What follows belongs to an exercise in optimizing a design on an open flow for small area, a short achievable clock period and few clock cycles per item; a production flow would make more cautious choices.
Only simulation tests tie the RTL to the original design; equivalence was not proved.
Power and IR drop assume default switching activity.

before:
==> flow/design.v (excerpt) <==
module lsu_top (
    input  logic                        clk,
    input  logic                        rst_n,
    input  logic                        issue_valid,
    output logic                        issue_ready,
    input  lsu_pkg::lsu_op_e            op,
    input  logic [lsu_pkg::ADDR_W-1:0]  base,
    input  logic [lsu_pkg::ADDR_W-1:0]  offset,
    input  logic [lsu_pkg::XLEN-1:0]    store_data,
    input  logic [lsu_pkg::TAG_W-1:0]   tag,
    input  logic                        commit,
    output logic                        wb_valid,
    input  logic                        wb_ready,
    output logic [lsu_pkg::TAG_W-1:0]   wb_tag,
    output logic [lsu_pkg::XLEN-1:0]    wb_data,
    output logic                        mem_req_valid,
    input  logic                        mem_req_ready,
    output logic                        mem_req_write,
    output logic [lsu_pkg::ADDR_W-1:0]  mem_req_addr,
    output logic [lsu_pkg::MEM_W-1:0]   mem_req_wdata,
    output logic [lsu_pkg::STRB_W-1:0]  mem_req_wstrb,
    input  logic                        mem_resp_valid,
    input  logic [lsu_pkg::MEM_W-1:0]   mem_resp_data
);
    localparam int SQN = 2;    
  ...
Size in the first run: roughly 1,800 cells after synthesis, about 530 flip-flops.
make LEC_CHECK=0 CAP_MARGIN=20 CORE_MARGIN=2 CORE_UTILIZATION=70 CTS_CLUSTER_DIAMETER=80 CTS_CLUSTER_SIZE=30 SETUP_SLACK_MARGIN=5 SLEW_MARGIN=20 finish   # period 8.5 ns
run.sh (not shown) runs the stock make flow with config.mk's settings and CLKGATE_MAP_FILE= SYNTH_SCRIPT=/design/flow/synth_recipe.tcl, a recipe that flattens the netlist after the stock synthesis.
before reached the final stage; the timing, DRC and antenna checks on its layout passed.
Testbench counts of before, summed over its fixed seeds: cycles 6,365, items 4,800.
> inputs changed (before -> after)
Settings: removing CTS_CLUSTER_SIZE (formerly 30); changing CORE_UTILIZATION from 70 to 60; removing CTS_CLUSTER_DIAMETER (formerly 80).
==> comparison <==
On part of the power in the clock network: between after and before, it ends up lower for before. Diff before -> after: number of vias per cell after detailed routing shrank by 9.3%, clock edge transition at the registers on the reported setup and hold paths shrank by 0.05 ns, placeable core region grew by 18%, worst setup margin grew by 0.12 ns, core utilization shrank by 9.9 points. Total power (before / after): 0.892. after vs. before: fmax went up by about 2.8%.

* * *

v50:
lsu_top, a different RTL version from the one above (not shown whole).
Size: about 0.025 mm2 of cells after synthesis.
## lsu_top
module lsu_top (
    input  logic                        clk,
    input  logic                        rst_n,
    input  logic                        issue_valid,
    output logic                        issue_ready,
    input  lsu_pkg::lsu_op_e            op,
    input  logic [lsu_pkg::ADDR_W-1:0]  base,
    input  logic [lsu_pkg::ADDR_W-1:0]  offset,
    input  logic [lsu_pkg::XLEN-1:0]    store_data,
    input  logic [lsu_pkg::TAG_W-1:0]   tag,
    input  logic                        commit,
    output logic                        wb_valid,
    input  logic                        wb_ready,
    output logic [lsu_pkg::TAG_W-1:0]   wb_tag,
    output logic [lsu_pkg::XLEN-1:0]    wb_data,
    output logic                        mem_req_valid,
    input  logic                        mem_req_ready,
    output logic                        mem_req_write,
    output logic [lsu_pkg::ADDR_W-1:0]  mem_req_addr,
    output logic [lsu_pkg::MEM_W-1:0]   mem_req_wdata,
    output logic [lsu_pkg::STRB_W-1:0]  mem_req_wstrb,
    input  logic                        mem_resp_valid,
    input  logic [lsu_pkg::MEM_W-1:0]   mem_resp_data
);
Settings: LEC_CHECK=0, CAP_MARGIN=20, CORE_MARGIN=2, CORE_UTILIZATION=70, CTS_CLUSTER_DIAMETER=60, CTS_CLUSTER_SIZE=24, SLEW_MARGIN=20; clock period 8.5 ns.
standard.sh (not shown) runs the stock make flow with config.mk's settings and CLKGATE_MAP_FILE= SYNTH_SCRIPT=/design/flow/synth_recipe.tcl, a recipe that flattens the netlist after the stock synthesis.
==> flow/flow/run.sh <==
#!/bin/bash
export BUFFER_PORTS_ARGS="-buffer_cell sky130_fd_sc_hd__buf_1"
export SETUP_SLACK_MARGIN=5.35
bash standard.sh > standard.log 2>&1
v50 finished every step from synthesis to the final layout, and the layout passed the timing, DRC and antenna checks.
Testbench counts of v50, summed over its fixed seeds: cycles 6,462, items 4,800.
For v30, these inputs were changed with respect to v50:
- changing CORE_UTILIZATION from 70 to 68
==> flow/flow/run.sh <==
#!/bin/bash
export BUFFER_PORTS_ARGS="-buffer_cell sky130_fd_sc_hd__buf_1"
export SETUP_SLACK_MARGIN=5.45
bash standard.sh > standard.log 2>&1
Results
Across v30 and v50, the outcome is the same: a clean finish for every run.
[compare] base=v50 new=v30: met1 wire length went up; worst path setup slack after routing shows a reduction of 0.022 ns; area of all placed cells without fillers +about 0.8%; setup slack after placement went down 0.042 ns.
The multi-input combinational gate total was comparable across v30 and v50.
The inputs of v22 differ from those of v30 as listed below.
- changing CORE_UTILIZATION from 68 to 70
==> flow/flow/run.sh <==
#!/bin/bash
export BUFFER_PORTS_ARGS="-buffer_cell sky130_fd_sc_hd__buf_1"
export SETUP_SLACK_MARGIN=5.6
bash standard.sh > standard.log 2>&1
==> comparison <==
Comparing v30 with v22, the multi-input combinational gate total came out essentially unchanged. Taking v22 over v30, the cell area after layout ratio works out to 1.05. Re fraction of the mapped netlist area in simple logic gates: no difference whatsoever between v22 and v30. Number of setup buffers added after CTS (lower): v30. Compared with v30, v22 shows a higher routed wire length. Max-slew headroom at the worst pin: v22 < v30. In v22 the total power turned out 5.8% higher than in v30. Sequential cell area share sits lower in v22 than in v30. Summary — share of the clock period used by the worst path after layout, v22 relative to v30: lower, by 0.21 points. Changes observed in v22 relative to v30: first-iteration DRC count moved up, clock buffer instance count of the final layout rose 5.
The following lists how v57 was set up differently from v22:
- CTS_CLUSTER_SIZE now 28, was 24
- CTS_CLUSTER_DIAMETER now 70, was 60
- CORE_UTILIZATION now 65, was 70
==> flow/flow/run.sh <==
#!/bin/bash
export BUFFER_PORTS_ARGS="-buffer_cell sky130_fd_sc_hd__buf_1"
export SETUP_SLACK_MARGIN=5.35
bash standard.sh > standard.log 2>&1
[summary]
v22 reports its slowest cell on the critical path as sky130_fd_sc_hd__fa_2 while v57 reports sky130_fd_sc_hd__edfxtp_1.
Number of vias after detailed routing: v57 < v22
Relative to v22, the final cell area reported for v57 is lower.
Comparing v57 and v22, the lower non-filler instance count after layout was measured on v57.
v57 vs v22: setup slack after layout up in v57
[v57 vs v22] number of buffers and inverters on the critical path: higher in v57
In v57 the logic depth of the worst setup path including buffers turned out 8 lower than in v22.

==> afterwards: timing with drivers on the ports <==
No port has a modelled driver above. Below, the same layouts with a new extraction and two added sets of constraints. Step 1 assumes that a clkbuf_16 drives the clock port and a buf_2 every other input. Step 2 also shifts input and output timing later by t, the mid clock arrival at the registers, as if the neighbouring blocks saw the same clock. a / b / c = no drivers / after step 1 / after step 2; a / b = the first two.
run | shift t [ns] | slack for setup (ns) | worst setup path after step 2 | pins driven straight from the clock port
before | 0.606 | 4.177 / 4.200 / 3.594 | input to register | 1
after | 0.644 | 4.295 / 4.326 / 3.682 | input to register | 1
v50 | 0.597 | 5.226 / 5.204 / 4.646 | input to register | 1
v30 | 0.600 | 5.204 / 5.228 / 4.628 | input to register | 1
v22 | 0.607 | 5.222 / 5.250 / 4.643 | input to register | 1
v57 | 0.672 | 5.314 / 5.255 / 4.684 | input to register | 1
After both steps every run listed still meets setup and hold. For v57, which loses most, drivers alone change the setup slack by -0.059 ns; drivers and shift together by -0.630 ns.
